This design comes from an exercise in tuning for a short achievable clock period and few clock cycles per item on the open sky130 flow, not from production work.
Only simulation tests tie the RTL to the original design; equivalence was not proved.
Power figures rest on the tool's default switching activity, not on a simulated workload.

===== design/flow/design.v =====
package vlsd_pkg;
    localparam int CMD_W    = 3;
    localparam int VALUE_W  = 32;
    localparam int STATUS_W = 2;
    localparam int COUNT_W  = 7;
    localparam int IN_W     = 40;   
    localparam int OUT_W    = 16;   
    localparam int RES_W    = STATUS_W + 1 + COUNT_W;
    typedef enum logic [CMD_W-1:0] {
        CMD_PUSH_FRONT = 3'd0,
        CMD_PUSH_BACK  = 3'd1,
        CMD_POP_FRONT  = 3'd2,
        CMD_POP_BACK   = 3'd3,
        CMD_SEARCH     = 3'd4,
        CMD_SEARCH_DEL = 3'd5,
        CMD_CLEAR      = 3'd6
    } cmd_t;
    typedef enum logic [STATUS_W-1:0] {
        ST_OK       = 2'd0,
        ST_EMPTY    = 2'd1,
        ST_NOTFOUND = 2'd2,
        ST_FULL     = 2'd3
    } status_t;
    typedef struct packed {
        logic push_front;
        logic push_back;
        logic pop_front;
        logic pop_back;
        logic search;
        logic search_del;
        logic clear;
        logic nop;
    } op_t;
endpackage
module vlsd_ctrl
#(
    parameter int QD = 5    
)
(
    input  logic                          clk,
    input  logic                          rst_n,
    input  logic                          in_valid,
    output logic                          in_ready,
    input  logic [vlsd_pkg::IN_W-1:0]     in_data,
    output logic                          out_valid,
    input  logic                          out_ready,
    output logic [vlsd_pkg::RES_W-1:0]    out_data,
    output vlsd_pkg::op_t                 op,
    output logic [vlsd_pkg::VALUE_W-1:0]  op_value,
    output vlsd_pkg::op_t                 nx_op,
    output logic [vlsd_pkg::VALUE_W-1:0]  nx_value,
    output logic [vlsd_pkg::VALUE_W-1:0]  n2_value,
    input  logic [vlsd_pkg::RES_W-1:0]    res
);
    localparam int OW = $clog2(QD + 1);
    logic                         ready_reg;
    logic                         in_v, nx_v, ex_v;
    logic [vlsd_pkg::CMD_W-1:0]   in_cmd, nx_cmd;
    logic [vlsd_pkg::VALUE_W-1:0] in_val, nx_val, ex_val;
    vlsd_pkg::op_t                op_reg, op_dec;
    logic [OW-1:0]                occ, occ_next;    
    logic [QD-1:0]                qv, qv_next;
    logic [vlsd_pkg::RES_W-1:0]   q      [QD];
    logic [vlsd_pkg::RES_W-1:0]   q_next [QD];
    logic                         acc, take;
    logic                         ready_next;
    assign acc  = in_valid && ready_reg;
    assign take = qv[0] && out_ready;
    always_comb
    begin
        op_dec = '0;
        if (nx_v)
            case (nx_cmd)
                vlsd_pkg::CMD_PUSH_FRONT: op_dec.push_front = 1'b1;
                vlsd_pkg::CMD_PUSH_BACK:  op_dec.push_back  = 1'b1;
                vlsd_pkg::CMD_POP_FRONT:  op_dec.pop_front  = 1'b1;
                vlsd_pkg::CMD_POP_BACK:   op_dec.pop_back   = 1'b1;
                vlsd_pkg::CMD_SEARCH:     op_dec.search     = 1'b1;
                vlsd_pkg::CMD_SEARCH_DEL: op_dec.search_del = 1'b1;
                vlsd_pkg::CMD_CLEAR:      op_dec.clear      = 1'b1;
                default:                  op_dec.nop        = 1'b1;
            endcase
    end
    always_comb
    begin
        logic [QD-1:0]              qs;
        logic [QD-1:0]              wr_keep, wr_take;
        logic [QD-1:0]              v_keep, v_take;
        logic [vlsd_pkg::RES_W-1:0] d_keep [QD];
        logic [vlsd_pkg::RES_W-1:0] d_take [QD];
        qs = {1'b0, qv[QD-1:1]};
        for (int i = 0; i < QD; i++)
        begin
            wr_keep[i] = ex_v && !qv[i] && ((i == 0) ? 1'b1 : qv[(i == 0) ? 0 : i-1]);
            wr_take[i] = ex_v && !qs[i] && ((i == 0) ? 1'b1 : qs[(i == 0) ? 0 : i-1]);
            v_keep[i]  = qv[i] || wr_keep[i];
            v_take[i]  = qs[i] || wr_take[i];
            d_keep[i]  = wr_keep[i] ? res : q[i];
            d_take[i]  = wr_take[i] ? res : q[(i == QD-1) ? i : i+1];
        end
        qv_next = take ? v_take : v_keep;
        for (int i = 0; i < QD; i++)
            q_next[i] = take ? d_take[i] : d_keep[i];
    end
    always_comb
    begin
        occ_next = occ;
        if (acc && !take)
            occ_next = occ + 1'b1;
        else if (!acc && take)
            occ_next = occ - 1'b1;
    end
    always_comb
    begin
        logic r_same, r_up, r_down;
        r_same = (occ < OW'(QD));
        r_up   = (occ < OW'(QD - 1));
        r_down = (occ < OW'(QD + 1));
        if (acc == take)
            ready_next = r_same;
        else if (acc)
            ready_next = r_up;
        else
            ready_next = r_down;
    end
    always_ff @(posedge clk or negedge rst_n)
    begin
        if (!rst_n)
        begin
            ready_reg <= 1'b1;
            in_v      <= 1'b0;
            nx_v      <= 1'b0;
            ex_v      <= 1'b0;
            op_reg    <= '0;
            occ       <= '0;
            qv        <= '0;
        end
        else
        begin
            ready_reg <= ready_next;
            in_v      <= acc;
            nx_v      <= in_v;
            ex_v      <= nx_v;
            op_reg    <= op_dec;
            occ       <= occ_next;
            qv        <= qv_next;
        end
    end
    always_ff @(posedge clk)
    begin
        in_cmd <= in_data[vlsd_pkg::CMD_W-1:0];
        in_val <= in_data[vlsd_pkg::CMD_W+vlsd_pkg::VALUE_W-1:vlsd_pkg::CMD_W];
        nx_cmd <= in_cmd;
        nx_val <= in_val;
        ex_val <= nx_val;
        for (int i = 0; i < QD; i++)
            q[i] <= q_next[i];
    end
    assign in_ready  = ready_reg;
    assign out_valid = qv[0];
    assign out_data  = q[0];
    assign op        = op_reg;
    assign op_value  = ex_val;
    assign nx_op     = op_dec;
    assign nx_value  = nx_val;
    assign n2_value  = in_val;
endmodule
module vlsd_dp
#(
    parameter int DEPTH = 64
)
(
    input  logic                          clk,
    input  logic                          rst_n,
    input  vlsd_pkg::op_t                 op,
    input  logic [vlsd_pkg::VALUE_W-1:0]  op_value,
    input  vlsd_pkg::op_t                 nx_op,
    input  logic [vlsd_pkg::VALUE_W-1:0]  nx_value,
    input  logic [vlsd_pkg::VALUE_W-1:0]  n2_value,
    output logic [vlsd_pkg::STATUS_W-1:0] res_status,
    output logic                          res_found,
    output logic [vlsd_pkg::COUNT_W-1:0]  res_count
);
    localparam int LG = $clog2(DEPTH);
    logic [vlsd_pkg::VALUE_W-1:0] ent     [DEPTH];
    logic [vlsd_pkg::VALUE_W-1:0] ent_next[DEPTH];
    logic [DEPTH-1:0]             vld, vld_next;     
    logic [DEPTH-1:0]             pre, pre_next;     
    logic [vlsd_pkg::COUNT_W-1:0] cnt, cnt_next;
    logic [DEPTH-1:0]             mv_l,  mv_l_next;   
    logic [DEPTH-1:0]             mv_n,  mv_n_next;   
    logic [DEPTH-1:0]             mv_p,  mv_p_next;   
    logic [DEPTH-1:0]             mv_d,  mv_d_next;   
    logic [DEPTH-1:0]             dr,    dr_next;     
    logic [DEPTH-1:0]             shl;                
    logic [DEPTH-1:0]             shu;                
    logic [DEPTH-1:0]             eq1, eq1_adj;       
    logic [DEPTH-1:0]             eq2, eq2_adj;       
    logic                         full, empty, found;
    logic                         grow, shrink;
    logic                         nx_full, nx_empty;
    logic                         vv1, vv2;
    assign full   = vld[DEPTH-1];
    assign empty  = !vld[0];
    assign found  = pre[DEPTH-1];
    assign grow   = (op.push_front || op.push_back) && !full;
    assign shrink = ((op.pop_front || op.pop_back) && !empty) || (op.search_del && found);
    always_comb
        for (int i = 0; i < DEPTH; i++)
        begin
            shl[i] = mv_p[i] || (mv_d[i] && pre[i]);
            shu[i] = op.pop_front || (op.search_del && pre[i]);
        end
    assign vv1 = (op_value == nx_value);
    assign vv2 = (op_value == n2_value);
    always_comb
        for (int i = 0; i < DEPTH; i++)
            eq2[i] = vld[i] && (ent[i] == n2_value);
    function automatic logic [DEPTH-1:0] adjust(input logic [DEPTH-1:0] e, input logic vv,
                                                input logic clr,
                                                input logic [DEPTH-1:0] su,
                                                input logic [DEPTH-1:0] ml,
                                                input logic [DEPTH-1:0] mn,
                                                input logic [DEPTH-1:0] d);
        logic [DEPTH-1:0] r;
        for (int i = 0; i < DEPTH; i++)
        begin
            if (clr)
                r[i] = 1'b0;
            else if (su[i])
                r[i] = (i == DEPTH-1) ? 1'b0 : e[(i == DEPTH-1) ? i : i+1];
            else if (ml[i])
                r[i] = (i == 0) ? vv : e[(i == 0) ? 0 : i-1];
            else if (mn[i])
                r[i] = vv;
            else if (d[i])
                r[i] = 1'b0;
            else
                r[i] = e[i];
        end
        adjust = r;
    endfunction
    assign eq1_adj = adjust(eq1, vv1, op.clear, shu, mv_l, mv_n, dr);
    assign eq2_adj = adjust(eq2, vv2, op.clear, shu, mv_l, mv_n, dr);
    always_comb
    begin
        logic [DEPTH-1:0] p;
        p = eq1_adj;
        for (int s = 0; s < LG; s++)
            for (int i = 0; i < DEPTH; i++)
                if (((i >> s) & 1) == 1)
                    p[i] = p[i] | p[((i >> s) << s) - 1];
        pre_next = p;
    end
    always_comb
    begin
        for (int i = 0; i < DEPTH; i++)
        begin
            if (shl[i])
                ent_next[i] = ent[(i == DEPTH-1) ? i : i+1];
            else if (mv_l[i] && i != 0)
                ent_next[i] = ent[(i == 0) ? 0 : i-1];
            else if (mv_n[i])
                ent_next[i] = op_value;
            else
                ent_next[i] = ent[i];
        end
    end
    always_comb
    begin
        if (op.clear)
        begin
            vld_next = '0;
            cnt_next = '0;
        end
        else if (grow)
        begin
            vld_next = {vld[DEPTH-2:0], 1'b1};
            cnt_next = cnt + 1'b1;
        end
        else if (shrink)
        begin
            vld_next = {1'b0, vld[DEPTH-1:1]};
            cnt_next = cnt - 1'b1;
        end
        else
        begin
            vld_next = vld;
            cnt_next = cnt;
        end
    end
    assign nx_full  = vld_next[DEPTH-1];
    assign nx_empty = !vld_next[0];
    always_comb
    begin
        for (int i = 0; i < DEPTH; i++)
        begin
            logic below, above;
            below = (i == 0) ? 1'b1 : vld_next[(i == 0) ? 0 : i-1];
            above = (i == DEPTH-1) ? 1'b0 : vld_next[(i == DEPTH-1) ? i : i+1];
            mv_l_next[i] = nx_op.push_front && !nx_full && below;
            mv_n_next[i] = ((i == 0) && nx_op.push_front && !nx_full)
                        || (nx_op.push_back && !nx_full && below && !vld_next[i]);
            mv_p_next[i] = nx_op.pop_front && above;
            mv_d_next[i] = nx_op.search_del && above;
            dr_next[i]   = ((i == 0) && nx_op.pop_front && !nx_empty)
                        || (nx_op.pop_back && vld_next[i] && !above);
        end
    end
    always_comb
    begin
        res_status = vlsd_pkg::ST_OK;
        res_found  = 1'b0;
        if ((op.push_front || op.push_back) && full)
            res_status = vlsd_pkg::ST_FULL;
        else if ((op.pop_front || op.pop_back || op.search || op.search_del) && empty)
            res_status = vlsd_pkg::ST_EMPTY;
        else if (op.search || op.search_del)
        begin
            if (found)
                res_found = 1'b1;
            else
                res_status = vlsd_pkg::ST_NOTFOUND;
        end
    end
    assign res_count = cnt_next;
    always_ff @(posedge clk or negedge rst_n)
    begin
        if (!rst_n)
        begin
            vld  <= '0;
            cnt  <= '0;
            mv_l <= '0;
            mv_n <= '0;
            mv_p <= '0;
            mv_d <= '0;
            dr   <= '0;
        end
        else
        begin
            vld  <= vld_next;
            cnt  <= cnt_next;
            mv_l <= mv_l_next;
            mv_n <= mv_n_next;
            mv_p <= mv_p_next;
            mv_d <= mv_d_next;
            dr   <= dr_next;
        end
    end
    always_ff @(posedge clk)
    begin
        pre <= pre_next;
        eq1 <= eq2_adj;
        for (int i = 0; i < DEPTH; i++)
            ent[i] <= ent_next[i];
    end
endmodule
module value_list_with_search_delete
#(
    parameter int DEPTH = 64
)
(
    input  logic             clk,
    input  logic             rst_n,
    input  logic             s_tvalid,
    output logic             s_tready,
    input  logic [vlsd_pkg::IN_W-1:0]  s_tdata,    
    output logic             m_tvalid,
    input  logic             m_tready,
    output logic [vlsd_pkg::OUT_W-1:0] m_tdata     
);
    vlsd_pkg::op_t                 op;
    vlsd_pkg::op_t                 nx_op;
    logic [vlsd_pkg::VALUE_W-1:0]  op_value;
    logic [vlsd_pkg::VALUE_W-1:0]  nx_value;
    logic [vlsd_pkg::VALUE_W-1:0]  n2_value;
    logic [vlsd_pkg::STATUS_W-1:0] res_status;
    logic                          res_found;
    logic [vlsd_pkg::COUNT_W-1:0]  res_count;
    logic [vlsd_pkg::RES_W-1:0]    out_data;
    vlsd_ctrl u_ctrl
    (
        .clk       (clk),
        .rst_n     (rst_n),
        .in_valid  (s_tvalid),
        .in_ready  (s_tready),
        .in_data   (s_tdata),
        .out_valid (m_tvalid),
        .out_ready (m_tready),
        .out_data  (out_data),
        .op        (op),
        .op_value  (op_value),
        .nx_op     (nx_op),
        .nx_value  (nx_value),
        .n2_value  (n2_value),
        .res       ({res_count, res_found, res_status})
    );
    vlsd_dp #(
        .DEPTH (DEPTH)
    ) u_dp
    (
        .clk        (clk),
        .rst_n      (rst_n),
        .op         (op),
        .op_value   (op_value),
        .nx_op      (nx_op),
        .nx_value   (nx_value),
        .n2_value   (n2_value),
        .res_status (res_status),
        .res_found  (res_found),
        .res_count  (res_count)
    );
    assign m_tdata = {{(vlsd_pkg::OUT_W - vlsd_pkg::RES_W){1'b0}}, out_data};
endmodule

===== design/flow/constraint.sdc =====
create_clock -name core_clock -period 6.0 [get_ports {clk}]
set_input_delay 1.2000 -clock core_clock [delete_from_list [all_inputs] [get_ports {clk}]]
set_output_delay 1.2000 -clock core_clock [all_outputs]
set_load 0.01 [all_outputs]

===== design/flow/config.mk =====
export PLATFORM = sky130hd
export DESIGN_NAME = value_list_with_search_delete
export DESIGN_NICKNAME = value_list_with_search_delete
export VERILOG_FILES = /design/flow/design.v
export SDC_FILE = /design/flow/constraint.sdc
export NUM_CORES = 4
export LEC_CHECK = 0
export CAP_MARGIN = 20
export CORE_MARGIN = 2
export CORE_UTILIZATION = 40
export SETUP_SLACK_MARGIN = 3.4
export SLEW_MARGIN = 20
export TNS_END_PERCENT = 100

===== design/flow/run.sh =====
#!/bin/bash
# synth_recipe.tcl (not shown) runs the flow's synth.tcl, then flattens the netlist and writes it again
# the make line also repeats each setting of config.mk as NAME=value (left out here)
make -C /OpenROAD-flow-scripts/flow DESIGN_CONFIG=/design/flow/config.mk WORK_HOME=/design/flow/orfs CLKGATE_MAP_FILE= SYNTH_SCRIPT=/design/flow/synth_recipe.tcl finish

==> results of run 1 <==
==> cell type report <==
class | instances | area, um2
tap | 5175 | 6475
multi-input combinational | 10948 | 76330
antenna | 17 | 42.54
timing repair buffer | 1043 | 12080
sequential | 2736 | 77950
clock inverter | 138 | 1120
inverter | 186 | 729.5
fill | 35811 | 202200
clock buffer | 430 | 8757
==> placed cells by master (no fill, tap or decap), types with 51 or more instances in the layout <==
| master | synthesis | layout |
|---|---|---|
| nor2_1 | 2602 | 2559 |
| a21oi_1 | 2384 | 2261 |
| mux2i_1 | 2110 | 2104 |
| edfxtp_1 | 2078 | 2078 |
| xnor2_1 | 1693 | 1605 |
| buf_4 | 10 | 629 |
| xor2_1 | 405 | 398 |
| nand4_1 | 387 | 387 |
| clkbuf_16 | 0 | 342 |
| dfrtp_1 | 407 | 342 |
| nand2_1 | 316 | 209 |
| dfxtp_1 | 250 | 186 |
| buf_12 | 0 | 170 |
| inv_1 | 183 | 136 |
| nand2_2 | 0 | 102 |
| o21ai_0 | 109 | 93 |
| buf_6 | 6 | 90 |
| nand3_1 | 146 | 82 |
| clkbuf_1 | 824 | 82 |
| xnor2_2 | 0 | 78 |
| a21oi_4 | 0 | 72 |
| nor3_2 | 0 | 71 |
| nor4_1 | 162 | 67 |
| mux2_2 | 68 | 66 |
| dfxtp_4 | 0 | 64 |
| and3_1 | 66 | 61 |
| nor3_1 | 138 | 59 |
| dfrtp_2 | 0 | 59 |
| buf_16 | 0 | 58 |
| nor4_2 | 1 | 56 |
| a21oi_2 | 1 | 52 |
| clkinv_2 | 0 | 51 |
| clkinv_1 | 0 | 51 |
==> routing by layer <==
layer | track usage, % | vias up | share of wire, %
met3 | 6.481 | 1612 | 12
li1 | - | 53813 | -
met1 | 42.09 | 62894 | 39
met5 | 0 | - | 0.012
met4 | 18.02 | 12 | 7.0
met2 | 45.87 | 8634 | 43
==> final timing paths <==
check                                    to             start  depth (start not counted)
setup / recovery               u_dp.pre[48]  u_ctrl.op_reg[2]                         12
hold / removal                 u_ctrl.qv[0]             rst_n                          1
setup reg to reg               u_dp.pre[48]  u_ctrl.op_reg[2]                         12
hold reg to reg            u_ctrl.nx_cmd[0]  u_ctrl.in_cmd[0]                          0
max in group asynchronous     u_dp.mv_l[43]             rst_n                          2
min in group core_clock    u_ctrl.nx_cmd[0]  u_ctrl.in_cmd[0]                          0
==> per-stage QoR <==
| step | hold WS, ps | power (mW) | utilization [%] |
|---|---|---|---|
| 2_1_floorplan | 309.6 | 32.00 | - |
| 3_3_place_gp | 314.9 | 36.07 | 41.79 |
| 6_report | 155.9 | 57.65 | 47.57 |
| 4_1_cts | 150.0 | 56.20 | 46.13 |
| 3_5_place_dp | 313.5 | 36.23 | 41.79 |
| 5_1_grt | 175.9 | 59.08 | 47.56 |
==> kinds of logic (layout without fill, tap and decap cells) <==
| family | after synthesis | count (layout) | share of synthesized area [%] |
|---|---|---|---|
| simple gates | 3964 | 3969 | 11.16 |
| flops | 2736 | 2736 | 50.09 |
| compound gates | 2693 | 2693 | 9.109 |
| mux | 2178 | 2178 | 14.12 |
| xor+xnor | 2098 | 2098 | 11.86 |
| buf+inv | 1466 | 1797 | 3.626 |
| fa+ha+maj | 4 | 4 | 0.03714 |
| other cells | 1 | 23 | 0.002420 |
==> where the power goes <==
part	leakage, nW	internal [mW]	total, mW	switching, mW
registers	26.4	23.3	26.1	2.85
clock network	4.85	10.8	19.3	8.48
logic	30.2	4.66	12.3	7.60
==> timing repair <==
item | CTS | global route
resized for setup | 550 | 572
cloned | 23 | 21
setup buffers | 329 | 289
pin swaps | 121 | 316
setup endpoints to repair | 569 | 323
==> notes.md, run 1 <==
* Outcome: complete, no violations
* Worst slew pin tran at between 1000 and 1500 ps
* Initial Util at 40.18%
* CP delay by family, top: simple AND/OR/NAND/NOR gates
* Area of the die at 392400 um2
* Critical path's slowest cell: dfrtp_4
* DR vias/cell at about 6
* CTS root buf: clkbuf_16
* DRT Pass-1 Iters at 7
* Final Setup Violations at 0
* Critical path peak fanout at 9
* Cts bufs inserted at 314
* Hold buffer count at cts at 0
* Critical Path RT at 6820 ps
* Post-synth top cells: nor2_1, a21oi_1, mux2i_1
* Largest area contributor in the netlist: edfxtp_1
* Worst-path cell chain: buf_12 -> a21o_1 -> a221oi_4 -> o21ai_1 -> a222oi_1 -> inv_2 -> nor2_4 -> and3_4 -> clkinv_4 -> or3b_4 -> and4bb_4 -> nand4_1
* Async S/R FF share, synth at between 10% and 20%
* Post-Route WL at 651300 um
* Clk slew on worst S/H paths at about 60 ps
* First-pass GRT wire length at between 800000 and 900000 um
* Placed Cells at roughly 19000
* Largest net degree at the start of global routing at between 150 and 200
* Crit Path Category: register to register
* Power per cell area at 314.2 nW/um2
* Synth area leaders: edfxtp_1, mux2i_1, xnor2_1
* Most flops, register: u_dp.ent
* CTS Sinks at approximately 2700
* Most instantiated library cell after synthesis: nor2_1
* Clock latency (worst-skew pair) at slightly below 1000 ps
* Max Fclk at 0.2997 GHz
* Via count at 126965
* Critical Path AT at about 4200 ps
* Share of cells above drive strength 1 at 15.35%
* DRC at 0
* Core area at around 390000 um2
* DP Wirelength at 397100 um
* Crit path capture type: register
* Place WS at 1174 ps
* DR iter-0 viols at roughly 19000
* RSZ-0062 raised after global routing: true
* Setup tns final at 0 ps
* Post-synthesis cell area at 155000 um2
* Rows at ~230
* Die Height at between 600 and 700 um
* Max-slew headroom at about 16%
* Remaining antenna violation count at 0
* Final worst slack at approximately 2700 ps
* H-tree Lvls at 5
* Final instance area at 183500 um2
* DR WL/cell at ~32 um
* Global route overflow at 0
* Reg2reg setup slack at 2660 ps
* Leakage at 61.43 nW
* Final Cycle Share at between 50% and 60%
* Fin cells at 20673
* Max VDD drop at 0.0002152 V
* CP startpoint kind: register
* Hold Vio Cnt, Final at 0
* Placed inst area at 161200 um2
* Antenna violations before repair at 21
* Die X at roughly 630 um
* Max Cap Viol at 0
* Seq/Total Area, Yosys at approximately 50%
* Yosys Warn Count at 8
* Hold Crit Class: input pin to asynchronous set/reset pin
* Share of the synthesized area in the top cell type at 40.27%
* Seq cells post-synth at 2736
* Final min period at 3337 ps
* Worst path max stage delay at 540 ps
* Main synth FF type: edfxtp_1
* EDFF count, synth at around 2100
* Synth Area per Inst at between 10 and 15 um2
* Cells after Synth at between 15000 and 20000
* GP Congestion at 0.9123
* IO buf count at 50
* TritonCTS clock tree: yes
* Cell variety after synth at 91
* Syn-to-layout area delta at 18.40%
* Number of global-route vias before repair at 116630
* Setup Skew at 51.35 ps
* Top-level I/O count at between 60 and 70
* Gr usage total at 31.06%
* Max clock buf depth at 4
* Max reg flops at 2048
* Max-slew violation count at 0
* Buffers & Inverters on Critical Path at 3
* Nets at roughly 15000
Testbench counts, summed over its fixed seeds: cycles 5,632, items 5,600.
==> run 2, diff against run 1 <==
--- a/design/flow/design.v
+++ b/design/flow/design.v
@@ -35,5 +35,5 @@
 module vlsd_ctrl
 #(
-    parameter int QD = 5    
+    parameter int QD = 6    
 )
 (
@@ -51,11 +51,12 @@
     output logic [vlsd_pkg::VALUE_W-1:0]  nx_value,
     output logic [vlsd_pkg::VALUE_W-1:0]  n2_value,
+    output logic [vlsd_pkg::VALUE_W-1:0]  n3_value,
     input  logic [vlsd_pkg::RES_W-1:0]    res
 );
     localparam int OW = $clog2(QD + 1);
     logic                         ready_reg;
-    logic                         in_v, nx_v, ex_v;
-    logic [vlsd_pkg::CMD_W-1:0]   in_cmd, nx_cmd;
-    logic [vlsd_pkg::VALUE_W-1:0] in_val, nx_val, ex_val;
+    logic                         in_v, n2_v, nx_v, ex_v;
+    logic [vlsd_pkg::CMD_W-1:0]   in_cmd, n2_cmd, nx_cmd;
+    logic [vlsd_pkg::VALUE_W-1:0] in_val, n2_val, nx_val, ex_val;
     vlsd_pkg::op_t                op_reg, op_dec;
     logic [OW-1:0]                occ, occ_next;    
@@ -130,4 +131,5 @@
             ready_reg <= 1'b1;
             in_v      <= 1'b0;
+            n2_v      <= 1'b0;
             nx_v      <= 1'b0;
             ex_v      <= 1'b0;
@@ -140,5 +142,6 @@
             ready_reg <= ready_next;
             in_v      <= acc;
-            nx_v      <= in_v;
+            n2_v      <= in_v;
+            nx_v      <= n2_v;
             ex_v      <= nx_v;
             op_reg    <= op_dec;
@@ -151,6 +154,8 @@
         in_cmd <= in_data[vlsd_pkg::CMD_W-1:0];
         in_val <= in_data[vlsd_pkg::CMD_W+vlsd_pkg::VALUE_W-1:vlsd_pkg::CMD_W];
-        nx_cmd <= in_cmd;
-        nx_val <= in_val;
+        n2_cmd <= in_cmd;
+        n2_val <= in_val;
+        nx_cmd <= n2_cmd;
+        nx_val <= n2_val;
         ex_val <= nx_val;
         for (int i = 0; i < QD; i++)
@@ -164,5 +169,6 @@
     assign nx_op     = op_dec;
     assign nx_value  = nx_val;
-    assign n2_value  = in_val;
+    assign n2_value  = n2_val;
+    assign n3_value  = in_val;
 endmodule
 module vlsd_dp
@@ -178,4 +184,5 @@
     input  logic [vlsd_pkg::VALUE_W-1:0]  nx_value,
     input  logic [vlsd_pkg::VALUE_W-1:0]  n2_value,
+    input  logic [vlsd_pkg::VALUE_W-1:0]  n3_value,
     output logic [vlsd_pkg::STATUS_W-1:0] res_status,
     output logic                          res_found,
@@ -193,12 +200,26 @@
     logic [DEPTH-1:0]             mv_d,  mv_d_next;   
     logic [DEPTH-1:0]             dr,    dr_next;     
+    logic [DEPTH-1:0]             nbp,   nbp_next;    
+    logic                         pf_ok, pf_ok_next;  
+    logic                         popb_ok, popb_ok_next;  
     logic [DEPTH-1:0]             shl;                
     logic [DEPTH-1:0]             shu;                
-    logic [DEPTH-1:0]             eq1, eq1_adj;       
-    logic [DEPTH-1:0]             eq2, eq2_adj;       
+    logic [DEPTH-1:0]             s_h, s_h_next;      
+    logic [DEPTH-1:0]             s_r, s_r_next;      
+    logic [DEPTH-1:0]             s_l, s_l_next;      
+    logic [DEPTH-1:0]             s_n, s_n_next;      
+    logic [DEPTH-1:0]             at_last;            
+    logic                         pm_cut;             
+    logic [DEPTH-1:0]             eq3, eq3_adj;
+    logic [DEPTH-1:0]             eq2, eq2_adj;
+    logic [DEPTH-1:0]             pm2, p22;
+    logic [DEPTH-1:0]             pm1, p21;
+    logic                         e10;
+    logic                         vv1, vv2, vv3;      
+    logic                         vv1_next, vv2_next;
     logic                         full, empty, found;
     logic                         grow, shrink;
     logic                         nx_full, nx_empty;
-    logic                         vv1, vv2;
+    logic                         r1;
     assign full   = vld[DEPTH-1];
     assign empty  = !vld[0];
@@ -208,48 +229,66 @@
     always_comb
         for (int i = 0; i < DEPTH; i++)
+            at_last[i] = vld[i] && ((i == DEPTH-1) ? 1'b1 : !vld[(i == DEPTH-1) ? i : i+1]);
+    always_comb
+        for (int i = 0; i < DEPTH; i++)
         begin
             shl[i] = mv_p[i] || (mv_d[i] && pre[i]);
             shu[i] = op.pop_front || (op.search_del && pre[i]);
         end
-    assign vv1 = (op_value == nx_value);
-    assign vv2 = (op_value == n2_value);
-    always_comb
-        for (int i = 0; i < DEPTH; i++)
-            eq2[i] = vld[i] && (ent[i] == n2_value);
-    function automatic logic [DEPTH-1:0] adjust(input logic [DEPTH-1:0] e, input logic vv,
-                                                input logic clr,
-                                                input logic [DEPTH-1:0] su,
-                                                input logic [DEPTH-1:0] ml,
-                                                input logic [DEPTH-1:0] mn,
-                                                input logic [DEPTH-1:0] d);
+    function automatic logic [DEPTH-1:0] adjust(input logic [DEPTH-1:0] e, input logic vv);
         logic [DEPTH-1:0] r;
         for (int i = 0; i < DEPTH; i++)
-        begin
-            if (clr)
-                r[i] = 1'b0;
-            else if (su[i])
-                r[i] = (i == DEPTH-1) ? 1'b0 : e[(i == DEPTH-1) ? i : i+1];
-            else if (ml[i])
-                r[i] = (i == 0) ? vv : e[(i == 0) ? 0 : i-1];
-            else if (mn[i])
-                r[i] = vv;
-            else if (d[i])
-                r[i] = 1'b0;
-            else
-                r[i] = e[i];
-        end
+            r[i] = (s_h[i] && e[i])
+                || (s_r[i] && ((i == DEPTH-1) ? 1'b0 : e[(i == DEPTH-1) ? i : i+1]))
+                || (s_l[i] && ((i == 0) ? 1'b0 : e[(i == 0) ? 0 : i-1]))
+                || (s_n[i] && vv);
         adjust = r;
     endfunction
-    assign eq1_adj = adjust(eq1, vv1, op.clear, shu, mv_l, mv_n, dr);
-    assign eq2_adj = adjust(eq2, vv2, op.clear, shu, mv_l, mv_n, dr);
+    assign vv3 = (op_value == n3_value);
+    always_comb
+        for (int i = 0; i < DEPTH; i++)
+            eq3[i] = vld[i] && (ent[i] == n3_value);
+    assign eq3_adj = adjust(eq3, vv3);
+    assign eq2_adj = adjust(eq2, vv2);
     always_comb
     begin
-        logic [DEPTH-1:0] p;
-        p = eq1_adj;
+        logic [DEPTH-1:0] a, b, a0, b0;
+        a = eq2_adj;
+        b = '0;
         for (int s = 0; s < LG; s++)
-            for (int i = 0; i < DEPTH; i++)
-                if (((i >> s) & 1) == 1)
-                    p[i] = p[i] | p[((i >> s) << s) - 1];
-        pre_next = p;
+        begin
+            a0 = a;
+            b0 = b;
+            for (int i = (1 << s); i < DEPTH; i++)
+            begin
+                b[i] = b0[i] | b0[i - (1 << s)] | (a0[i] & a0[i - (1 << s)]);
+                a[i] = a0[i] | a0[i - (1 << s)];
+            end
+        end
+        pm2 = a;
+        p22 = b;
+    end
+    assign r1 = op.pop_front ? e10 : vv1;
+    always_comb
+    begin
+        pm_cut = 1'b0;
+        for (int i = 0; i < DEPTH-1; i++)
+            pm_cut = pm_cut || (pm1[i] && at_last[i+1]);
+    end
+    always_comb
+    begin
+        for (int i = 0; i < DEPTH; i++)
+        begin
+            if (op.clear)
+                pre_next[i] = 1'b0;
+            else if (shu[i])
+                pre_next[i] = r1 ? p21[(i == DEPTH-1) ? i : i+1] : pm1[(i == DEPTH-1) ? i : i+1];
+            else if (pf_ok)
+                pre_next[i] = vv1 || ((i == 0) ? 1'b0 : pm1[(i == 0) ? 0 : i-1]);
+            else if (popb_ok)
+                pre_next[i] = (i == DEPTH-1) ? pm_cut : (vld[(i == DEPTH-1) ? i : i+1] ? pm1[i] : pm_cut);
+            else
+                pre_next[i] = pm1[i] || (nbp[i] && vv1);
+        end
     end
     always_comb
@@ -306,6 +345,23 @@
             dr_next[i]   = ((i == 0) && nx_op.pop_front && !nx_empty)
                         || (nx_op.pop_back && vld_next[i] && !above);
+            nbp_next[i]  = nx_op.push_back && !nx_full && !vld_next[i];
+        end
+    end
+    always_comb
+    begin
+        for (int i = 0; i < DEPTH; i++)
+        begin
+            logic r;
+            r = nx_op.pop_front || (nx_op.search_del && pre_next[i]);
+            s_r_next[i] = !nx_op.clear && r;
+            s_l_next[i] = !nx_op.clear && !r && mv_l_next[i] && !mv_n_next[i];
+            s_n_next[i] = !nx_op.clear && !r && mv_n_next[i];
+            s_h_next[i] = !nx_op.clear && !r && !mv_l_next[i] && !mv_n_next[i] && !dr_next[i];
         end
     end
+    assign pf_ok_next = nx_op.push_front && !nx_full;
+    assign popb_ok_next = nx_op.pop_back && !nx_empty;
+    assign vv1_next = (nx_value == n2_value);
+    assign vv2_next = (nx_value == n3_value);
     always_comb
     begin
@@ -329,21 +385,27 @@
         if (!rst_n)
         begin
-            vld  <= '0;
-            cnt  <= '0;
-            mv_l <= '0;
-            mv_n <= '0;
-            mv_p <= '0;
-            mv_d <= '0;
-            dr   <= '0;
+            vld   <= '0;
+            cnt   <= '0;
+            mv_l  <= '0;
+            mv_n  <= '0;
+            mv_p  <= '0;
+            mv_d  <= '0;
+            dr    <= '0;
+            nbp   <= '0;
+            pf_ok <= 1'b0;
+            popb_ok <= 1'b0;
         end
         else
         begin
-            vld  <= vld_next;
-            cnt  <= cnt_next;
-            mv_l <= mv_l_next;
-            mv_n <= mv_n_next;
-            mv_p <= mv_p_next;
-            mv_d <= mv_d_next;
-            dr   <= dr_next;
+            vld   <= vld_next;
+            cnt   <= cnt_next;
+            mv_l  <= mv_l_next;
+            mv_n  <= mv_n_next;
+            mv_p  <= mv_p_next;
+            mv_d  <= mv_d_next;
+            dr    <= dr_next;
+            nbp   <= nbp_next;
+            pf_ok <= pf_ok_next;
+            popb_ok <= popb_ok_next;
         end
     end
@@ -351,5 +413,14 @@
     begin
         pre <= pre_next;
-        eq1 <= eq2_adj;
+        eq2 <= eq3_adj;
+        pm1 <= pm2;
+        p21 <= p22;
+        e10 <= eq2_adj[0];
+        vv1 <= vv1_next;
+        vv2 <= vv2_next;
+        s_h <= s_h_next;
+        s_r <= s_r_next;
+        s_l <= s_l_next;
+        s_n <= s_n_next;
         for (int i = 0; i < DEPTH; i++)
             ent[i] <= ent_next[i];
@@ -375,4 +446,5 @@
     logic [vlsd_pkg::VALUE_W-1:0]  nx_value;
     logic [vlsd_pkg::VALUE_W-1:0]  n2_value;
+    logic [vlsd_pkg::VALUE_W-1:0]  n3_value;
     logic [vlsd_pkg::STATUS_W-1:0] res_status;
     logic                          res_found;
@@ -394,4 +466,5 @@
         .nx_value  (nx_value),
         .n2_value  (n2_value),
+        .n3_value  (n3_value),
         .res       ({res_count, res_found, res_status})
     );
@@ -407,4 +480,5 @@
         .nx_value   (nx_value),
         .n2_value   (n2_value),
+        .n3_value   (n3_value),
         .res_status (res_status),
         .res_found  (res_found),
==> run 2 against run 1 <==
  * Still clean
  * Core utilization increased by 1.3 points
  * Register-to-register slack improved by 110 ps
  * Routed wire length increased by 16%
  * Area after synthesis increased by 11%
  * Non-clock buffer count increased by 328
  * Synthesized cell count increased by 12%
  * Combinational power decreased by 4%
  * Critical endpoint is now u_dp.p21[60]
  * Largest power group unchanged
==> notes.md, run 2 <==
* Routed wl met2 at 316700 um
* Highest routed layer: met5
* Final worst slack at between 2000 and 3000 ps
* GP Congestion at 0.9915
* Nets at 17349
* Max-slew violation count at 0
* Syn-to-layout area delta at 21.53%
* Initial Util at 40.22%
* Most flops, register: u_dp.ent
* Setup tns final at 0 ps
* Clk pwr share at roughly 36%
* Buffers & Inverters on Critical Path at 5
* IO buf count at 50
* Layout Utilization at between 40% and 50%
* Critical path peak fanout at 5
* Outcome: complete, no violations
* DRT Pass-1 Iters at 14
* RSZ-0062 raised after global routing: true
* Synth Area in Compound Gates at 10.76%
* Seq cells post-synth at 3167
* Synth area leaders: edfxtp_1, mux2i_1, xnor2_1
* Reg2reg setup slack at 2770 ps
* Crit Path Category: register to register
* Clock latency (worst-skew pair) at between 1000 and 1500 ps
* Number of global-route vias before repair at 134449
* Leading cell type in the layout, fill and taps excluded: nor2_1
* Max reg flops at 2048
* Via count at 146829
* Post-synthesis mux area share at 12.07%
* Post-Route M1 WL at between 200000 and 300000 um
* Clk slew on worst S/H paths at 60 ps
* Global route overflow at 0
* Launch point of the worst reg-to-reg path: u_dp.vv2
* Switching fraction of total power at between 30% and 40%
* Cell variety after synth at between 80 and 90
* Share of the synthesized area in the top cell type at 36.28%
* Critical Path AT at 4070 ps
* Core area at approximately 430000 um2
* H-tree Lvls at 5
* Die Height at 659.7 um
* Final instance area at roughly 210000 um2
* Max Cap Viol at 0
* Setup Skew at 63.53 ps
* Cells after Synth at 16994
* Simple-Gate Fraction of Synth Area at 12.25%
* Max Fclk at between 0.3 and 0.4 GHz
* Power per cell area at 303.8 nW/um2
* DR iter-0 viols at 23742
* CP delay by family, top: simple AND/OR/NAND/NOR gates
* Max VDD drop at around 0.00034 V
* Commonest non-fill, non-tap cells in the layout: nor2_1, a21oi_1, edfxtp_1
* Post-synthesis cell area at between 150000 and 200000 um2
* Leakage at 72.92 nW
* First-pass GRT wire length at 1013000 um
* Pwr Total at between 60 and 70 mW
* Antenna violations before repair at 27
* CTS Sinks at 3167
* Seq/Total Area, Yosys at around 50%
* Area of the die at 435200 um2
* Sequential share of power at 45.5%
* Gr usage total at a little under a third
* Largest area contributor in the netlist: edfxtp_1
* Hold Vio Cnt, Final at 0
* Final Setup Violations at 0
* Worst slew pin tran at about 1200 ps
* Most instantiated library cell after synthesis: nor2_1
* Rows at between 200 and 250
* Hold Crit Class: input pin to asynchronous set/reset pin
* Cts bufs inserted at 357
* Worst path max stage delay at 380 ps
* CP startpoint kind: register
* Max-slew headroom at between 20% and 30%
* Placed inst area at 179000 um2
* Placed Cells at 21658
* Final min period at 3227 ps
* Max clock buf depth at 4
* Post-synthesis adder-cell area fraction at less than 1%
* DP Wirelength at roughly 480000 um
* DR vias/cell at 6.300
* Main synth FF type: edfxtp_1
* Internal Power at 43.02 mW
* Combinational Power Share at 18.5%
* Post-Route WL at 758400 um
* Post-synth top cells: nor2_1, a21oi_1, edfxtp_1
* Crit. Startpoint: u_dp.vv2
* Yosys Warn Count at 8
* Crit path capture type: register
* DR WL/cell at 32.54 um
* Worst-path cell chain: buf_6 -> buf_16 -> buf_12 -> buf_12 -> buf_6 -> a22oi_2 -> and2_4 -> nand4_1 -> maj3_2 -> o21ai_4 -> nand4b_1 -> nor4_4 -> nand4bb_1
* Largest net degree at the start of global routing at 149
* Critical Path RT at 6840 ps
* Largest family of logic cells by synthesized area: simple AND/OR/NAND/NOR gates
* Async S/R FF share, synth at 12.98%
* Place WS at about 1800 ps
* Top-level I/O count at 62
* Share of cells above drive strength 1 at a little under a fifth
* Critical path's slowest cell: maj3_2
* EDFF count, synth at slightly above 2000
* CTS root buf: clkbuf_16
* DRC at 0
* Final Cycle Share at 53.78%
* Fin Hold WS at roughly 190 ps
* Synth Area in XOR/XNOR at 10.89%
* Routed met3 length at 95860 um
* Remaining antenna violation count at 0
* TritonCTS clock tree: yes
* Die X at 659.7 um
* Synth Area per Inst at 10.12 um2
* Sw Pwr at between 20 and 25 mW
* Hold buffer count at cts at 0
* Fin cells at around 23000
[run 2: cell type report]
class / instances / area (um2)
Antenna cell: 11 / 27.53
Clock buffer: 502 / 10310
Clock inverter: 166 / 1578
Fill cell: 39150 / 218600
Inverter: 186 / 713.2
Multi-Input combinational cell: 12218 / 87500
Sequential cell: 3167 / 86710
Tap cell: 5687 / 7116
Timing Repair Buffer: 1371 / 15040
[run 2: power by group through the flow]
| stage | Sequential (mW) | Combinational (mW) | Clock [mW] |
|---|---|---|---|
| after floorplan | 27.5 | 6.71 | 0 |
| after global placement | 29.6 | 8.85 | 0 |
| after detailed placement | 29.6 | 8.97 | 0 |
| after CTS | 28.7 | 10.6 | 22.8 |
| after global routing | 28.9 | 12.4 | 23.6 |
| final | 28.9 | 11.8 | 22.8 |
[run 2: layer usage]
layer  vias to the layer above  GRT usage (%)
met5                         -              0
met4                        16          16.54
met3                      2038          7.313
met2                     10454          46.77
met1                     72906          43.76
li1                      61415              -
[run 2: timing repair]
action | in CTS | in global routing
setup buffers | 523 | 385
endpoints found under the setup margin | 934 | 352
gates cloned | 28 | 35
pin swaps | 243 | 359
resized for setup | 938 | 837
[run 2: cells by family (layout without fill, tap and decap cells)]
group / after synthesis / count (layout)
flip-flops: 3167 / 3167
buffers and inverters: 1625 / 2225
AO/OA/AOI/OAI: 3257 / 3257
adder cells (fa/ha/maj): 48 / 48
multiplexers: 2065 / 2065
other: 1 / 17
XOR/XNOR: 2138 / 2138
AND/OR/NAND/NOR: 4693 / 4704
[run 2: worst paths after layout]
check,end,cells past startpoint
max in group asynchronous,u_dp.vld[11],2
worst max register to register,u_dp.p21[60],13
worst max-delay path,u_dp.p21[60],13
worst min register to register,u_ctrl.n2_cmd[2],0
min in group core_clock,u_ctrl.n2_cmd[2],0
worst min-delay path,u_dp.mv_n[43],1
Testbench counts of run 2, summed over its fixed seeds: cycles 5,640, items 5,600.
==> run 3, diff against run 2 <==
--- a/design/flow/config.mk
+++ b/design/flow/config.mk
@@ -8,5 +8,5 @@
 export CAP_MARGIN = 20
 export CORE_MARGIN = 2
-export CORE_UTILIZATION = 40
+export CORE_UTILIZATION = 35
 export SETUP_SLACK_MARGIN = 3.4
 export SLEW_MARGIN = 20
==> run 3 against run 2 <==
  * Global-route usage shrank 3.9 points
  * Count of clock-buffer cells in the layout fell by 26
  * First-iteration DRC count fell by 2.8%
  * Still clean on timing, DRC and antenna
  * Final cell count is 3.6% higher
  * Area after synthesis did not move
  * Fmax about the same
  * Routed wire length rose by 0.68%
==> notes.md, run 3 <==
* Outcome: complete, no violations
* Hold Vio Cnt, Final at 0
* Clock latency (worst-skew pair) at 1050 ps
* Rows at between 200 and 300
* RSZ-0062 raised after global routing: true
* Number of global-route vias before repair at between 100k and 150k
* Area of the die at about 500000 um2
* Yosys Warn Count at 8
* Core area at between 400000 and 500000 um2
* Max Fclk at between 0.3 and 0.4 GHz
* Max clock buf depth at 4
* Power per cell area at approximately 300 nW/um2
* Fin Hold WS at slightly above 70 ps
* Setup tns final at 0 ps
* Post-synthesis cell area at 172000 um2
* Critical path peak fanout at 8
* DR WL/cell at 31.62 um
* Seq cells post-synth at 3167
* Clk slew on worst S/H paths at approximately 60 ps
* Most flops, register: u_dp.ent
* Critical path's slowest cell: nand4_1
* Most instantiated library cell after synthesis: nor2_1
* Multi-input gate area at 87610 um2
* CTS Sinks at 3167
* GP Congestion at 0.9982
* Final min period at approximately 3200 ps
* Syn-to-layout area delta at 22.45%
* Die Height at 705.0 um
* IO buf count at 50
* Critical Path AT at 3920 ps
* Global route overflow at 0
* Post-Route WL at around 760000 um
* H-tree Lvls at 5
* Cells after Synth at 16994
* Max-slew headroom at a little under a fifth
* Leakage at ~73 nW
* Final Cycle Share at a little over half
* Cell variety after synth at 87
* Critical Path RT at 6690 ps
* Area occupied by registers at 86710 um2
* Worst slew pin tran at about 1200 ps
* Seq/Total Area, Yosys at 50.16%
* Gr usage total at 28.01%
* Main synth FF type: edfxtp_1
* DR iter-0 viols at about 23000
* DP Wirelength at 479600 um
* Max VDD drop at 0.0002762 V
* Remaining antenna violation count at 0
* DRC at 0
* First-pass GRT wire length at ~1000000 um
* DRT Pass-1 Iters at 10
* Crit Path Category: register to register
* Hold Crit Class: input pin to asynchronous set/reset pin
* Hold buffer count at cts at 0
* EDFF count, synth at 2078
* Worst path max stage delay at between 500 and 600 ps
* Post-synth top cells: nor2_1, a21oi_1, edfxtp_1
* Synth area leaders: edfxtp_1, mux2i_1, xnor2_1
* Initial Util at 35.12%
* Synth Area per Inst at 10.12 um2
* Nets at around 17000
* DR vias/cell at 6.104
* Pwr Total at ~63 mW
* Die X at about 700 um
* Crit path capture type: register
* Share of the synthesized area in the top cell type at 36.28%
* Max Cap Viol at 0
* Leading cell type in the layout, fill and taps excluded: nor2_1
* CP startpoint kind: register
* Share of cells above drive strength 1 at 18.47%
* Largest area contributor in the netlist: edfxtp_1
* Max reg flops at 2048
* Antenna violations before repair at 28
* Via count at 147397
* CTS root buf: clkbuf_16
* Filler cell count at approximately 46000
* TritonCTS clock tree: yes
* Setup Skew at 95.26 ps
* Commonest non-fill, non-tap cells in the layout: nor2_1, a21oi_1, edfxtp_1
* Cts bufs inserted at approximately 350
* Largest net degree at the start of global routing at 121
* Worst-path cell chain: buf_12 -> buf_12 -> a22oi_1 -> nand2_1 -> nor2_4 -> nand2_1 -> nor2_2 -> nand4_1
* Final Setup Violations at 0
* Async S/R FF share, synth at about 13%
* Top-level I/O count at 62
* Layout Utilization at 43.00%
* Max-slew violation count at 0
==> run 3: cell counts after synthesis <==
Identical to the previous run, type by type.
==> run 3: logic make-up after synthesis <==
group           share of synthesized area (%)
simple gates                            12.25
compound gates                          10.76
flops                                   50.16
xor+xnor                                10.89
mux                                     12.07
buf+inv                                 3.584
fa+ha+maj                              0.2903
other cells                          0.002181
==> run 3: repair_timing <==
action | 4_1_cts | 5_1_grt
gates cloned | 30 | 29
resized for setup | 1246 | 616
pin swaps | 311 | 346
buffers inserted | 555 | 398
endpoints found under the setup margin | 876 | 546
==> run 3: cell type report <==
type                    count  share of cell area, %
clock buffers             476                  4.758
inverters                 186                 0.3387
flip-flops and latches   3167                  41.18
repair buffers           1424                  7.440
multi-input cells       12213                  41.60
well taps                6475                  3.847
clock inverters           177                 0.8009
diodes                     30                0.03565
==> run 3: routing by layer <==
layer / global-route usage (%) / part of all wire (%) / wire [um]
met2: 41.30 / 42 / 320200
met1: 37.68 / 38 / 294000
met4: 14.64 / 7.0 / 53410
met5: 0.2307 / 0.051 / 391
met3: 7.255 / 13 / 95690
==> run 3: worst max-delay path, delay by kind of cell (launching register included) <==
family | cells | cell delay, ps
AND/OR/NAND/NOR | 5 | 1760
flip-flops | 1 | 380
buffers and inverters | 2 | 310
AO/OA/AOI/OAI | 1 | 420
==> run 3: report_power, final <==
group	total (mW)	internal (mW)	switching [mW]
sequential	29.3	25.9	3.43
combinational	11.3	4.17	7.11
clock	22.6	12.7	9.88
total	63.2	42.7	20.4
==> run 3: path summary, 6_finish.rpt <==
check                                   end  cells after the start  slack, ps             start
setup / recovery               u_dp.pm1[63]                      8       2770          u_dp.vv2
hold / removal                 u_dp.nbp[39]                      1         70             rst_n
setup reg to reg               u_dp.pm1[63]                      8       2770          u_dp.vv2
hold reg to reg            u_ctrl.nx_cmd[2]                      0        330  u_ctrl.n2_cmd[2]
max in group asynchronous      u_dp.vld[13]                      2       4600             rst_n
min in group core_clock    u_ctrl.nx_cmd[2]                      0        330  u_ctrl.n2_cmd[2]
==> run 3: metrics by stage <==
| step | instance area (um2) | std cells | setup slack (ps) |
|---|---|---|---|
| 3_3_place_gp | 180000 | 22452 | 1663 |
| 3_5_place_dp | 180100 | 22453 | 1690 |
| 5_1_grt | 210500 | 24121 | 2772 |
| 6_report | 210600 | 24148 | 2770 |
| 4_1_cts | 203200 | 23691 | 2814 |
| 2_1_floorplan | 172300 | 16999 | 3191 |
==> run 4, diff against run 3 <==
--- a/design/flow/design.v
+++ b/design/flow/design.v
@@ -129,5 +129,4 @@
         if (!rst_n)
         begin
-            ready_reg <= 1'b1;
             in_v      <= 1'b0;
             n2_v      <= 1'b0;
@@ -140,5 +139,4 @@
         else
         begin
-            ready_reg <= ready_next;
             in_v      <= acc;
             n2_v      <= in_v;
@@ -151,4 +149,6 @@
     end
     always_ff @(posedge clk)
+        ready_reg <= ready_next;
+    always_ff @(posedge clk)
     begin
         in_cmd <= in_data[vlsd_pkg::CMD_W-1:0];
--- a/design/flow/config.mk
+++ b/design/flow/config.mk
@@ -8,5 +8,6 @@
 export CAP_MARGIN = 20
 export CORE_MARGIN = 2
-export CORE_UTILIZATION = 35
+export CORE_UTILIZATION = 55
+export PLACE_DENSITY = 0.7
 export SETUP_SLACK_MARGIN = 3.4
 export SLEW_MARGIN = 20
==> run 4 against run 3 <==
  * Critical path depth rose by 6
  * Global-route usage is 14 points higher
  * Die area decreased by 36%
  * Critical path type unchanged
  * Largest power group unchanged
  * Highest routed layer unchanged
==> notes.md, run 4 <==
* Post-synthesis mux area share at 12.07%
* Post-Route WL at 709200 um
* Critical path's slowest cell: dfxtp_4
* Crit path to: u_dp.p21[60]
* DR WL/cell at 32.91 um
* Setup tns final at 0 ps
* Largest net degree at the start of global routing at 130
* Top-level I/O count at 62
* Launch point of the worst reg-to-reg path: u_dp.vv2
* Most frequent CP cell: buf_4
* CTS root buf: clkbuf_16
* Simple-Gate Fraction of Synth Area at 12.25%
* Largest area contributor in the netlist: edfxtp_1
* Area occupied by registers at about 87000 um2
* Final worst slack at roughly 2900 ps
* Filler cell count at 24505
* Hold buffer count at cts at 0
* Critical Path RT at 6800 ps
* RSZ-0062 raised after global routing: true
* Final min period at 3101 ps
* DR iter-0 viols at 24935
* Worst slew pin tran at 1198 ps
* IO buf count at 50
* CTS Sinks at 3167
* Reg2reg setup slack at 2900 ps
* Max-slew headroom at 20.13%
* Synth area leaders: edfxtp_1, mux2i_1, xnor2_1
* FF-to-FF End: u_dp.p21[60]
* Antenna violations before repair at 29
* TritonCTS clock tree: yes
* Max Cap Viol at 0
* Rows at 205
* Power per cell area at 304.9 nW/um2
* Remaining antenna violation count at 0
* Syn-to-layout area delta at 18.35%
* Initial Util at 55.23%
* DR vias/cell at ~6.8
* Async S/R FF share, synth at 12.95%
* CP startpoint kind: register
* DP Wirelength at 443400 um
* Die Height at 563.2 um
* Die X at 563.2 um
* DRC at 0
* Main synth FF type: edfxtp_1
* Max reg flops at 2048
* Seq cells post-synth at 3167
* Worst-path cell chain: buf_12 -> buf_12 -> a22oi_4 -> nand2_4 -> buf_6 -> nor4_4 -> buf_4 -> nand3_4 -> nor3_4 -> buf_4 -> a21oi_1 -> nor4_2 -> buf_4 -> nand4bb_1
* Core area at 311400 um2
* Most instantiated library cell after synthesis: nor2_1
* Hold Crit Class: input pin to asynchronous set/reset pin
* Setup Skew at 53.54 ps
* Post-synth top cells: nor2_1, a21oi_1, edfxtp_1
* Global route overflow at 0
* Area of the die at 317200 um2
* H-tree Lvls at 5
* Final Cycle Share at 51.68%
* Critical Path AT at 3900 ps
* Critical path peak fanout at 22
* Cts bufs inserted at between 300 and 400
* Largest family of logic cells by synthesized area: simple AND/OR/NAND/NOR gates
* Leading cell type in the layout, fill and taps excluded: nor2_1
* Seq/Total Area, Yosys at 50.16%
* Multi-input gate area at 87070 um2
* First-pass GRT wire length at just under 1000000 um
* Share of cells above drive strength 1 at 16.62%
* Synth Area per Inst at 10.12 um2
* R2R cell count at 14
* Number of global-route vias before repair at 136275
* Final Setup Violations at 0
* Yosys Warn Count at 8
* Share of the synthesized area in the top cell type at 36.29%
* Gr usage total at 41.87%
* Place WS at 1818 ps
* Via count at 146609
* EDFF count, synth at ~2100
* Outcome: complete, no violations
* Clk slew on worst S/H paths at 60 ps
* Cells after Synth at 16994
* Max clock buf depth at 4
* Cell variety after synth at 86
* Max Fclk at roughly 0.32 GHz
* Crit path capture type: register
* Post-synthesis adder-cell area fraction at 0.2903%
* Max VDD drop at about 0.00027 V
* Nets at about 17000
* Leakage at 71.10 nW
* Clock latency (worst-skew pair) at 990 ps
* Most flops, register: u_dp.ent
* Commonest non-fill, non-tap cells in the layout: nor2_1, a21oi_1, edfxtp_1
* Worst path max stage delay at between 300 and 400 ps
* GP Congestion at 1.019
* Hold Vio Cnt, Final at 0
* DRT Pass-1 Iters at 10
* Crit Path Category: register to register
* Post-synthesis cell area at 172000 um2
* Crit. Startpoint: u_dp.vv2
* Max-slew violation count at 0
* Synth Area in Compound Gates at 10.76%
* Synth Area in XOR/XNOR at a little over a tenth
run 4: cell types whose count changed in the layout (fill, tap and decap cells not counted), sizes merged, moves of 6 or more:
cell and change:
buf -234, bufbuf +6, bufinv -6, clkinv -17, clkinvlp +7, diode -15
inv -9
run 4: logic make-up after synthesis:
| group | after synthesis |
|---|---|
| compound gates | 3257 |
| xor+xnor | 2138 |
| fa+ha+maj | 48 |
| buf+inv | 1625 |
| flops | 3167 |
| mux | 2065 |
| other cells | 1 |
| simple gates | 4693 |
run 4: per-stage QoR:
| stage | area (um2) | power, mW | std cells | util, % | hold slack, ps |
|---|---|---|---|---|---|
| after detailed placement | 176800 | 38.26 | 20109 | 56.79 | 312.1 |
| after global placement | 176800 | 38.08 | 20108 | 56.78 | 311.8 |
| after global routing | 203500 | 63.37 | 21539 | 65.35 | 309.9 |
| after floorplan | 172300 | 34.17 | 16999 | - | 309.6 |
| final | 203500 | 62.05 | 21548 | 65.36 | 278.8 |
| after CTS | 198300 | 60.66 | 21271 | 63.69 | 293.1 |
run 4: timing repair:
action,4_1_cts,5_1_grt
setup endpoints to repair,920,351
buffers inserted,488,244
pin swaps,294,267
cloned,35,17
resized for setup,1129,499
run 4: metal layers:
metal  part of all wire (%)  global-route usage [%]  vias up
met4                    8.5                   27.28       22
met1                     36                   55.14    71062
li1                       -                       -    61057
met2                     42                   60.87    11745
met3                     14                   11.20     2723
met5                  0.026                       0        -
run 4: worst min path at each step:
stage                  endpoint  slack, ps  cells past startpoint
2_1_floorplan  u_ctrl.n2_cmd[0]        310                      0
3_3_place_gp   u_ctrl.nx_cmd[1]        310                      0
3_5_place_dp   u_ctrl.nx_cmd[1]        310                      0
4_1_cts            u_dp.mv_d[7]        290                      1
5_1_grt             u_dp.nbp[8]        310                      1
6_report           u_dp.mv_p[7]        280                      1
run 4: final cells by class:
class                   instances  area share (%)
multi-input cells           12218           42.78
flip-flops and latches       3167           42.60
repair buffers               1183           6.189
clock buffers                 487           4.873
well taps                    4140           2.545
clock inverters               152          0.6480
inverters                     186          0.3492
diodes                         15         0.01844
run 4: power breakdown:
group,internal (mW),switching (mW)
sequential,25.9,3.03
clock,12.2,9.48
combinational,4.23,7.21
run 4: critical path: cells and delay by family, from the launching register on:
family,cells,cell delay (ps)
simple gates,6,1240
buf+inv,6,1020
flops,1,380
compound gates,2,280
Testbench counts of run 4, summed over its fixed seeds: cycles 5,640, items 5,600.
==> run 5, diff against run 4 <==
--- a/design/flow/config.mk
+++ b/design/flow/config.mk
@@ -8,7 +8,6 @@
 export CAP_MARGIN = 20
 export CORE_MARGIN = 2
-export CORE_UTILIZATION = 55
-export PLACE_DENSITY = 0.7
-export SETUP_SLACK_MARGIN = 3.4
+export CORE_UTILIZATION = 45
+export SETUP_SLACK_MARGIN = 4.0
 export SLEW_MARGIN = 20
 export TNS_END_PERCENT = 100
==> run 5 against run 4 <==
  * Largest cell class unchanged
  * Total power up 12%
  * Count of clock-buffer cells in the layout up 29
  * Area after synthesis unchanged
  * Highest routed layer unchanged
  * Core utilization down 6.7 points
  * Hold slack worse by 88 ps
  * Critical endpoint is now u_dp.p21[59]
  * Clock skew up 43 ps
  * Synthesized cell count unchanged
==> notes.md, run 5 <==
* Outcome: complete, no violations
* Number of global-route vias before repair at 140952
* Worst slew pin tran at 1117 ps
* Crit Path Category: register to register
* Synth Area in Compound Gates at 10.76%
* DR iter-0 viols at 23334
* CTS Sinks at 3167
* DP Wirelength at 465800 um
* Post-synthesis mux area share at 12.07%
* Global route overflow at 0
* Setup tns final at 0 ps
* Launch point of the worst reg-to-reg path: u_dp.eq2[4]
* EDFF count, synth at 2078
* Final worst slack at 2555 ps
* Share of the synthesized area in the top cell type at between 30% and 40%
* Seq/Total Area, Yosys at 50.16%
* Leakage at 78.43 nW
* Via count at between 150k and 200k
* Max Fclk at between 0.2 and 0.3 GHz
* GP Congestion at between 0.9 and 1
* Critical Path AT at approximately 4300 ps
* R2R cell count at 10
* Largest family of logic cells by synthesized area: simple AND/OR/NAND/NOR gates
* Power per cell area at 309.6 nW/um2
* Yosys Warn Count at 8
* Clk slew on worst S/H paths at 70 ps
* Nets at 17979
* Critical Path RT at ~7000 ps
* Commonest non-fill, non-tap cells in the layout: nor2_1, a21oi_1, edfxtp_1
* Post-synthesis adder-cell area fraction at 0.2903%
* Crit path capture type: register
* Final min period at 3445 ps
* H-tree Lvls at 5
* Share of cells above drive strength 1 at 25.96%
* Hold Crit Class: input pin to asynchronous set/reset pin
* Leading cell type in the layout, fill and taps excluded: nor2_1
* Cells after Synth at between 15000 and 20000
* Max-slew violation count at 0
* Seq cells post-synth at between 3000 and 4000
* Hold Vio Cnt, Final at 0
* Syn-to-layout area delta at 30.11%
* Largest area contributor in the netlist: edfxtp_1
* Max VDD drop at between 0.0002 and 0.0003 V
* DR vias/cell at 6.521
* FF-to-FF End: u_dp.p21[59]
* Post-synthesis cell area at 172000 um2
* Main synth FF type: edfxtp_1
* Cts bufs inserted at 363
* CP startpoint kind: register
* Crit. Startpoint: u_dp.eq2[4]
* Synth area leaders: edfxtp_1, mux2i_1, xnor2_1
* Async S/R FF share, synth at 12.95%
* Synth Area in XOR/XNOR at 10.89%
* Clock latency (worst-skew pair) at approximately 1000 ps
* Rows at 227
* Initial Util at 45.08%
* IO buf count at 50
* Pwr Total at around 69 mW
* Gr usage total at roughly 38%
* Max reg flops at 2048
* DRT Pass-1 Iters at 15
* Post-synth top cells: nor2_1, a21oi_1, edfxtp_1
* DRC at 0
* Area of the die at 387100 um2
* Antenna violations before repair at 24
* Die Height at 622.2 um
* Hold buffer count at cts at 0
* Synth Area per Inst at 10.12 um2
* Cell variety after synth at 86
* Reg2reg setup slack at 2550 ps
* Final Cycle Share at 57.42%
* Setup Skew at 96.64 ps
* Largest net degree at the start of global routing at 137
* Crit path to: u_dp.p21[59]
* Max Cap Viol at 0
* Max clock buf depth at 4
* Simple-Gate Fraction of Synth Area at about 12%
* Remaining antenna violation count at 0
* Die X at 622.2 um
* Top-level I/O count at 62
* Place WS at roughly 1800 ps
* DR WL/cell at around 34 um
* CTS root buf: clkbuf_16
* Critical path peak fanout at 4
* Core area at 381400 um2
* Post-Route WL at 800900 um
* First-pass GRT wire length at between 1000000 and 1500000 um
* TritonCTS clock tree: yes
* RSZ-0062 raised after global routing: true
* Max-slew headroom at around 26%
* Most flops, register: u_dp.ent
* Most instantiated library cell after synthesis: nor2_1
* Final Setup Violations at 0
-- run 5: worst min-delay path by stage --
stage               slack (ps)  depth (start not counted)             start               end
CTS                        180                          1             rst_n       u_dp.cnt[0]
detailed placement         310                          0  u_ctrl.in_cmd[2]  u_ctrl.n2_cmd[2]
finish                     190                          1             rst_n       u_dp.cnt[1]
global placement           320                          0  u_ctrl.in_cmd[2]  u_ctrl.n2_cmd[2]
floorplan                  310                          0  u_ctrl.in_cmd[0]  u_ctrl.n2_cmd[0]
global route               240                          1             rst_n       u_dp.cnt[0]
-- run 5: power breakdown --
part	switching (mW)	internal, mW	total (mW)	leakage, nW
registers	2.87	25.9	28.8	29.8
clock network	9.99	12.8	22.7	5.77
logic	10.3	7.49	17.8	42.9
-- run 5: cells by family after synthesis --
logic type,count (synthesis)
simple gates,4693
compound gates,3257
flops,3167
xor+xnor,2138
mux,2065
buf+inv,1625
fa+ha+maj,48
other cells,1
-- run 5: final cells by class --
| cell class | instances | area, um2 |
|---|---|---|
| inverters | 186 | 973.4 |
| clock inverters | 157 | 1409 |
| diodes | 18 | 45.04 |
| repair inverters | 1 | 8.758 |
| clock buffers | 516 | 10350 |
| flip-flops and latches | 3167 | 86830 |
| fillers | 31283 | 157700 |
| multi-input cells | 12248 | 94430 |
| well taps | 5038 | 6304 |
| repair buffers | 1964 | 23410 |
-- run 5: what timing repair did --
| action | 4_1_cts | 5_1_grt |
|---|---|---|
| pin swaps | 680 | 556 |
| gates cloned | 106 | 28 |
| endpoints found under the setup margin | 3653 | 2177 |
| resized for setup | 2456 | 1283 |
| buffers inserted | 1078 | 442 |
-- run 5: worst max-delay path, stage by stage, from the launching register on --
cell and delay [ps]:
dfxtp_1 360, a22oi_1 360, nand2_2 220, or4_4 590, maj3_2 350, buf_6 130, nor4_4 510, nand4_1 260
buf_6 210, a21oi_4 200, nand3_1 100
-- run 5: metrics by stage --
step / util [%] / cells / area, um2 / hold slack (ps)
finish: 58.66 / 23295 / 223800 / 190.5
floorplan: - / 16999 / 174700 / 309.6
global route: 58.65 / 23279 / 223700 / 240.1
CTS: 56.03 / 22807 / 213700 / 184.4
global placement: 46.97 / 20950 / 179200 / 317.3
detailed placement: 46.97 / 20950 / 179200 / 312.1
-- run 5: routing by layer --
metal  wire length [um]  track usage, %
met2             337400           56.23
met4              68270           24.22
met1             294400           49.66
met5                144               0
met3             100700           9.075

[afterwards: timing with drivers on the ports]
Ports are ideal in the flow. The routed layouts listed here were re-timed in OpenROAD.
Step 1 assumes that a clkbuf_16 drives the clock port and a buf_2 every other input.
Step 2, shift: input delay + t, output delay - t, t = (earliest + latest rising clock arrival at the registers) / 2. This alone moves slack from input paths to output paths.
Three values: ideal ports, drivers, drivers and shift; two values: the first two.
run | t (ns) | slack for setup (ns) | latest minus earliest clock arrival (ns) | slew at the worst register clock pin (ns) | cell pins on the clock port's net
run 1 | 1.060 | 2.663 / 2.663 / 2.625 | 0.059 / 0.060 | 0.07 / 0.07 | 1
run 2 | 1.096 | 2.773 / 2.773 / 2.511 | 0.065 / 0.064 | 0.07 / 0.07 | 1
run 3 | 1.126 | 2.770 / 2.770 / 2.521 | 0.097 / 0.098 | 0.07 / 0.07 | 1
run 4 | 1.067 | 2.899 / 2.899 / 2.594 | 0.059 / 0.059 | 0.07 / 0.07 | 1
run 5 | 1.095 | 2.555 / 2.555 / 2.555 | 0.103 / 0.103 | 0.07 / 0.07 | 1
After both steps setup and hold are still met in every run listed. The setup slack of run 4, which loses most, moves by 0.000 ns with the drivers and by -0.305 ns with both steps.
